This design comes from an exercise in tuning for small area on the open sky130 flow, not from production work.
The RTL was checked by simulation tests, not by an equivalence proof against the original design.
Power and IR drop assume default switching activity.

==> flow/design.v <==
`timescale 1ns/1ps
module fsmc_regs_top (
    input  logic                      clk,
    input  logic                      rst_n,
    input  logic                      nadv,
    input  logic                      nwe,
    input  logic                      noe,
    input  logic [18-1:0] ad_bus,
    output logic [18-1:0] ad_drive,
    output logic                      ad_drive_en
);
    localparam int dw    = 16;
    localparam int len   = 7;        
    localparam int rings = 10;
    logic          nadv_s, nwe_s;    
    logic [3:0]    noe_hist;         
    logic          en_q;
    logic [2:0]    phase;            
    logic          clr;              
    logic [5:0]    addr_q;           
    logic [5:0]    waddr_q;          
    logic [dw-1:0] wdata_q;          
    logic          wpend;
    logic [dw-1:0] rdata_q;
    logic          wr_end;
    logic [rings-1:0] wsel;          
    logic [dw-1:0] tap [rings];
    logic [dw-1:0] head [rings];     
    logic [dw-1:0] rword;
    logic [rings-1:0] rsel;
    logic [2:0]    phase_p;          
    logic          rhit;
    logic          en_d, cap;
    function automatic logic [rings-1:0] at_tap(input logic [5:0] k, input logic [2:0] ph);
        at_tap = '0;
        if (k[2:0] != 3'd7)
            at_tap[k[5:3]] = (ph == k[2:0]);
        else if (k[5:3] != 3'd7)
            at_tap[8] = (ph == k[5:3]);
        else
            at_tap[9] = 1'b1;
    endfunction
    always_ff @(posedge clk or negedge rst_n) begin
        if (!rst_n) begin
            nadv_s   <= 1'b1;
            nwe_s    <= 1'b1;
            noe_hist <= '0;
            en_q     <= 1'b0;
        end else begin
            nadv_s   <= nadv;
            nwe_s    <= nwe;
            noe_hist <= {noe_hist[2:0], ~noe};
            en_q     <= en_d;
        end
    end
    always_ff @(posedge clk) begin
        if (!nadv)
            addr_q <= {ad_bus[17:16], ad_bus[3:0]};
    end
    always_ff @(posedge clk or negedge rst_n) begin
        if (!rst_n) begin
            phase <= '0;
            clr   <= 1'b1;
        end else begin
            phase <= (phase == 3'(len - 1)) ? '0 : phase + 1'b1;
            if (phase == 3'(len - 1))
                clr <= 1'b0;
        end
    end
    assign wr_end = nwe && !nwe_s;
    assign wsel   = wpend ? at_tap(waddr_q, phase) : '0;
    always_ff @(posedge clk) begin
        if (wr_end)
            waddr_q <= addr_q;
    end
    always_ff @(posedge clk or negedge rst_n) begin
        if (!rst_n) begin
            wdata_q <= '0;    
            wpend   <= 1'b0;
        end else begin
            if (wr_end)
                wdata_q <= ad_bus[dw-1:0];
            wpend <= wr_end || (wpend && !(|wsel));
        end
    end
    for (genvar r = 0; r < rings; r++) begin : g_ring
        localparam int n = (r == rings - 1) ? 1 : len;
        logic [n*dw-1:0] q;
        logic            we;
        assign we      = clr || wsel[r];
        assign tap[r]  = we ? wdata_q : q[n*dw-1 -: dw];
        assign head[r] = q[dw-1:0];
        always_ff @(posedge clk) begin
            if (n == 1)
                q <= tap[r];
            else
                q <= {q[n*dw-dw-1:0], tap[r]};
        end
    end
    assign phase_p = (phase == 3'd0) ? 3'(len - 1) : phase - 1'b1;
    assign rhit    = |at_tap(addr_q, phase_p);
    fsmc_ring_sel ring_sel_i (
        .k   (addr_q),
        .sel (rsel)
    );
    fsmc_word_mux word_mux_i (
        .sel   (rsel),
        .words ({head[9], head[8], head[7], head[6], head[5], head[4], head[3], head[2], head[1], head[0]}),
        .word  (rword)
    );
    assign en_d = |noe_hist[3:1];
    assign cap  = rhit && !(en_d && !nadv_s);
    always_ff @(posedge clk) begin
        if (cap)
            rdata_q <= rword;
    end
    assign ad_drive    = {2'b00, rdata_q};
    assign ad_drive_en = en_q;
endmodule
module fsmc_ring_sel (
    input  logic [5:0] k,
    output logic [9:0] sel
);
    always_comb begin
        sel = '0;
        if (k[2:0] != 3'd7)
            sel[k[5:3]] = 1'b1;
        else if (k[5:3] != 3'd7)
            sel[8] = 1'b1;
        else
            sel[9] = 1'b1;
    end
endmodule
module fsmc_word_mux (
    input  logic [9:0]     sel,
    input  logic [10*16-1:0] words,
    output logic [15:0]    word
);
    always_comb begin
        word = '0;
        for (int r = 0; r < 10; r++)
            word = word | ({16{sel[r]}} & words[r*16 +: 16]);
    end
endmodule
clock: 5.0 ns
lec_check: 0
cap_margin: 20
core_margin: 2
core_utilization: 70
slew_margin: 20
synth_hierarchical: 1
standard.sh (not shown) runs the stock make flow with config.mk's settings and CLKGATE_MAP_FILE= SYNTH_SCRIPT=/design/flow/synth_recipe.tcl, a recipe that flattens the netlist after the stock synthesis.
==> flow/flow/run.sh <==
#!/bin/bash
# The standard layout (standard.sh) with three changes:
#  - synthesis and repair may use only drive strength 1 logic cells (buffers, inverters,
#    flip-flops and clock cells are not restricted): extra_dont_use.txt is added to the
#    platform's don't-use list
#  - ports are buffered with buf_1
#  - clock tree: clkbuf_8 leaf clusters of up to 20 sinks, no dummy loads
set -euo pipefail
PLAT=$(make -s -C "$FLOW_HOME" DESIGN_CONFIG="$FLOW_CONFIG" WORK_HOME="$PWD/orfs" print-DONT_USE_CELLS 2>/dev/null | sed -n 's/^DONT_USE_CELLS: //p')
export DU="$PLAT $(cat flow/extra_dont_use.txt)"
export BUFFER_PORTS_ARGS="-buffer_cell sky130_fd_sc_hd__buf_1"
export CTS_ARGS="-sink_clustering_enable -repair_clock_nets -sink_clustering_size 20 -sink_clustering_max_diameter 100 -buf_list sky130_fd_sc_hd__clkbuf_8 -dont_use_dummy_load"
sed 's|"\${@:-finish}"|"DONT_USE_CELLS=$DU" "${@:-finish}"|' standard.sh > standard_du.sh
grep -q 'DONT_USE_CELLS=\$DU' standard_du.sh
echo "$DU" > dont_use.log
bash standard_du.sh > standard.log 2>&1
Other scripts of this flow, unchanged in this note and not shown: flow/flow/extra_dont_use.txt
The starting point finished with timing, DRC and antenna clean.
Rerun with:
--- a/flow/flow/run.sh
+++ b/flow/flow/run.sh
@@ -10,5 +10,5 @@
 export DU="$PLAT $(cat flow/extra_dont_use.txt)"
 export BUFFER_PORTS_ARGS="-buffer_cell sky130_fd_sc_hd__buf_1"
-export CTS_ARGS="-sink_clustering_enable -repair_clock_nets -sink_clustering_size 20 -sink_clustering_max_diameter 100 -buf_list sky130_fd_sc_hd__clkbuf_8 -dont_use_dummy_load"
+export CTS_ARGS="-sink_clustering_enable -repair_clock_nets -sink_clustering_size 20 -sink_clustering_max_diameter 150 -buf_list sky130_fd_sc_hd__clkbuf_8 -dont_use_dummy_load"
 sed 's|"\${@:-finish}"|"DONT_USE_CELLS=$DU" "${@:-finish}"|' standard.sh > standard_du.sh
 grep -q 'DONT_USE_CELLS=\$DU' standard_du.sh
- CORE_UTILIZATION: 70 -> 75
The changed run ran to the end with no violations.
Critical path depth is unchanged.
Cell count goes down by 0.64%.
Sequential power hardly moves.
Rerun with:
--- a/flow/flow/run.sh
+++ b/flow/flow/run.sh
@@ -10,5 +10,5 @@
 export DU="$PLAT $(cat flow/extra_dont_use.txt)"
 export BUFFER_PORTS_ARGS="-buffer_cell sky130_fd_sc_hd__buf_1"
-export CTS_ARGS="-sink_clustering_enable -repair_clock_nets -sink_clustering_size 20 -sink_clustering_max_diameter 150 -buf_list sky130_fd_sc_hd__clkbuf_8 -dont_use_dummy_load"
+export CTS_ARGS="-sink_clustering_enable -repair_clock_nets -sink_clustering_size 20 -sink_clustering_max_diameter 100 -buf_list sky130_fd_sc_hd__clkbuf_8 -dont_use_dummy_load"
 sed 's|"\${@:-finish}"|"DONT_USE_CELLS=$DU" "${@:-finish}"|' standard.sh > standard_du.sh
 grep -q 'DONT_USE_CELLS=\$DU' standard_du.sh
- CAP_MARGIN: 20 -> 0
- SLEW_MARGIN: 20 -> 0
Die area does not change.
Combinational power barely changes.
Worst setup slack stays the same.
Worst hold slack is unchanged.
Area after synthesis is unchanged.
Sequential power stays flat.
Routed wire length does not change.
First-iteration DRC count does not change.
Sequential share of layout area is unchanged.
Rerun with:
--- a/flow/flow/run.sh
+++ b/flow/flow/run.sh
@@ -1,4 +1,7 @@
 #!/bin/bash
-# The standard layout (standard.sh) with three changes:
+# The standard layout (standard.sh) with these changes:
+#  - synthesis maps with ORFS's ABC speed script, but every &nf call relaxes the delay
+#    target (-R 1000 -E 100) for area (flow/abc_area_relaxed.script); registers are mapped
+#    before ABC, so they are the standard synthesis's
 #  - synthesis and repair may use only drive strength 1 logic cells (buffers, inverters,
 #    flip-flops and clock cells are not restricted): extra_dont_use.txt is added to the
@@ -11,6 +14,17 @@
 export BUFFER_PORTS_ARGS="-buffer_cell sky130_fd_sc_hd__buf_1"
 export CTS_ARGS="-sink_clustering_enable -repair_clock_nets -sink_clustering_size 20 -sink_clustering_max_diameter 100 -buf_list sky130_fd_sc_hd__clkbuf_8 -dont_use_dummy_load"
-sed 's|"\${@:-finish}"|"DONT_USE_CELLS=$DU" "${@:-finish}"|' standard.sh > standard_du.sh
-grep -q 'DONT_USE_CELLS=\$DU' standard_du.sh
+# synthesis script: the standard flow's, with abc calls redirected to the relaxed script
+{
+  echo "proc abc {args} {"
+  echo "  set i [lsearch \$args -script]"
+  echo "  if {\$i >= 0} { lset args [expr {\$i + 1}] $PWD/flow/abc_area_relaxed.script }"
+  echo "  yosys abc {*}\$args"
+  echo "}"
+  cat synth_recipe.tcl
+} > synth_relaxed.tcl
+sed -e 's|"\${@:-finish}"|"DONT_USE_CELLS=$DU" "${@:-finish}"|' \
+    -e "s|SYNTH_SCRIPT=[^ ]*|SYNTH_SCRIPT=$PWD/synth_relaxed.tcl|" standard.sh > standard_mod.sh
+grep -q 'DONT_USE_CELLS=\$DU' standard_mod.sh
+grep -q 'synth_relaxed.tcl' standard_mod.sh
 echo "$DU" > dont_use.log
-bash standard_du.sh > standard.log 2>&1
+bash standard_mod.sh > standard.log 2>&1
==> flow/flow/abc_area_relaxed.script (new file) <==
&get -n
&st
&dch
&nf -R 1000 -E 100
&st
&syn2
&if -g -K 6
&synch2
&nf -R 1000 -E 100
&st
&syn2
&if -g -K 6
&synch2
&nf -R 1000 -E 100
&st
&syn2
&if -g -K 6
&synch2
&nf -R 1000 -E 100
&st
&syn2
&if -g -K 6
&synch2
&nf -R 1000 -E 100
&st
&syn2
&if -g -K 6
&synch2
&nf -R 1000 -E 100
&put
buffer -c
topo
stime -c
upsize -c
dnsize -c
- CAP_MARGIN: 0 -> 20
- SLEW_MARGIN: 0 -> 20
What happened:
- The changed run passed the timing, design-rule and antenna checks
- hold slack loses 0.013 ns
- non-clock buffer count grows by 2
- synthesized cell count hardly moves
- via count is higher by a few percent
- count of clock-buffer cells in the layout does not change
- core utilization goes up by 1.3 points
- total power barely changes
- combinational power barely changes
- final cell count goes down slightly
- fmax fell by a few percent
- area after synthesis came out lower slightly
Rerun with:
==> flow/flow/run.sh (replaced) <==
#!/bin/bash
# The standard layout (standard.sh) with three changes:
#  - synthesis and repair may use only drive strength 1 logic cells (buffers, inverters,
#    flip-flops and clock cells are not restricted): extra_dont_use.txt is added to the
#    platform's don't-use list
#  - ports are buffered with buf_1
#  - clock tree: clkbuf_8 leaf clusters of up to 20 sinks, no dummy loads
set -euo pipefail
PLAT=$(make -s -C "$FLOW_HOME" DESIGN_CONFIG="$FLOW_CONFIG" WORK_HOME="$PWD/orfs" print-DONT_USE_CELLS 2>/dev/null | sed -n 's/^DONT_USE_CELLS: //p')
export DU="$PLAT $(cat flow/extra_dont_use.txt)"
export BUFFER_PORTS_ARGS="-buffer_cell sky130_fd_sc_hd__buf_1"
export CTS_ARGS="-sink_clustering_enable -repair_clock_nets -sink_clustering_size 20 -sink_clustering_max_diameter 100 -buf_list sky130_fd_sc_hd__clkbuf_8 -dont_use_dummy_load"
sed 's|"\${@:-finish}"|"DONT_USE_CELLS=$DU" "${@:-finish}"|' standard.sh > standard_du.sh
grep -q 'DONT_USE_CELLS=\$DU' standard_du.sh
echo "$DU" > dont_use.log
bash standard_du.sh > standard.log 2>&1
- CORE_UTILIZATION: 75 -> 80
removed: flow/flow/abc_area_relaxed.script
Effect: The changed run completed with no timing, DRC or antenna violations. Die area went down by a few percent. Routed wire length climbs slightly. Sequential power hardly moves. Clock power hardly moves. Hold slack gains 0.024 ns. Synthesized cell count stays flat. Cell count went down by a few percent.
Rerun with:
- CORE_UTILIZATION: 80 -> 75
- PLACE_DENSITY: unset -> 0.85
=> Cell area increases by 0.33%; clock-buffer cell count does not change; die area is higher by about 6.5%; synthesized area stays the same; hold slack degrades by 0.0090 ns; setup slack degrades by 0.19 ns; wire length came out higher by 3.5%; total power hardly moves.

[re-timing with driven ports]
In the flow no input, the clock included, has a driving cell. The finished layouts below were timed again as built, in two steps.
Step 1 assumes that a clkbuf_16 drives the clock port and a buf_2 every other input.
Step 2 also shifts input and output timing later by t, the mid clock arrival at the registers, as if the neighbouring blocks saw the same clock.
a / b / c = ideal ports / drivers / drivers and shift; a / b = the first two.
run	shift t [ns]	slack for setup (ns)	worst data-port slew with drivers (ns)
the first run	0.714	2.094 / 2.094 / 2.094	0.04
the second run	0.714	2.121 / 2.121 / 2.121	0.04
the third run	0.714	2.121 / 2.121 / 2.121	0.04
the fourth run	0.709	1.930 / 1.930 / 1.930	0.04
the fifth run	0.688	1.962 / 1.962 / 1.962	0.04
the sixth run	0.694	1.776 / 1.776 / 1.776	0.04
After both steps setup and hold are still met in every run listed.
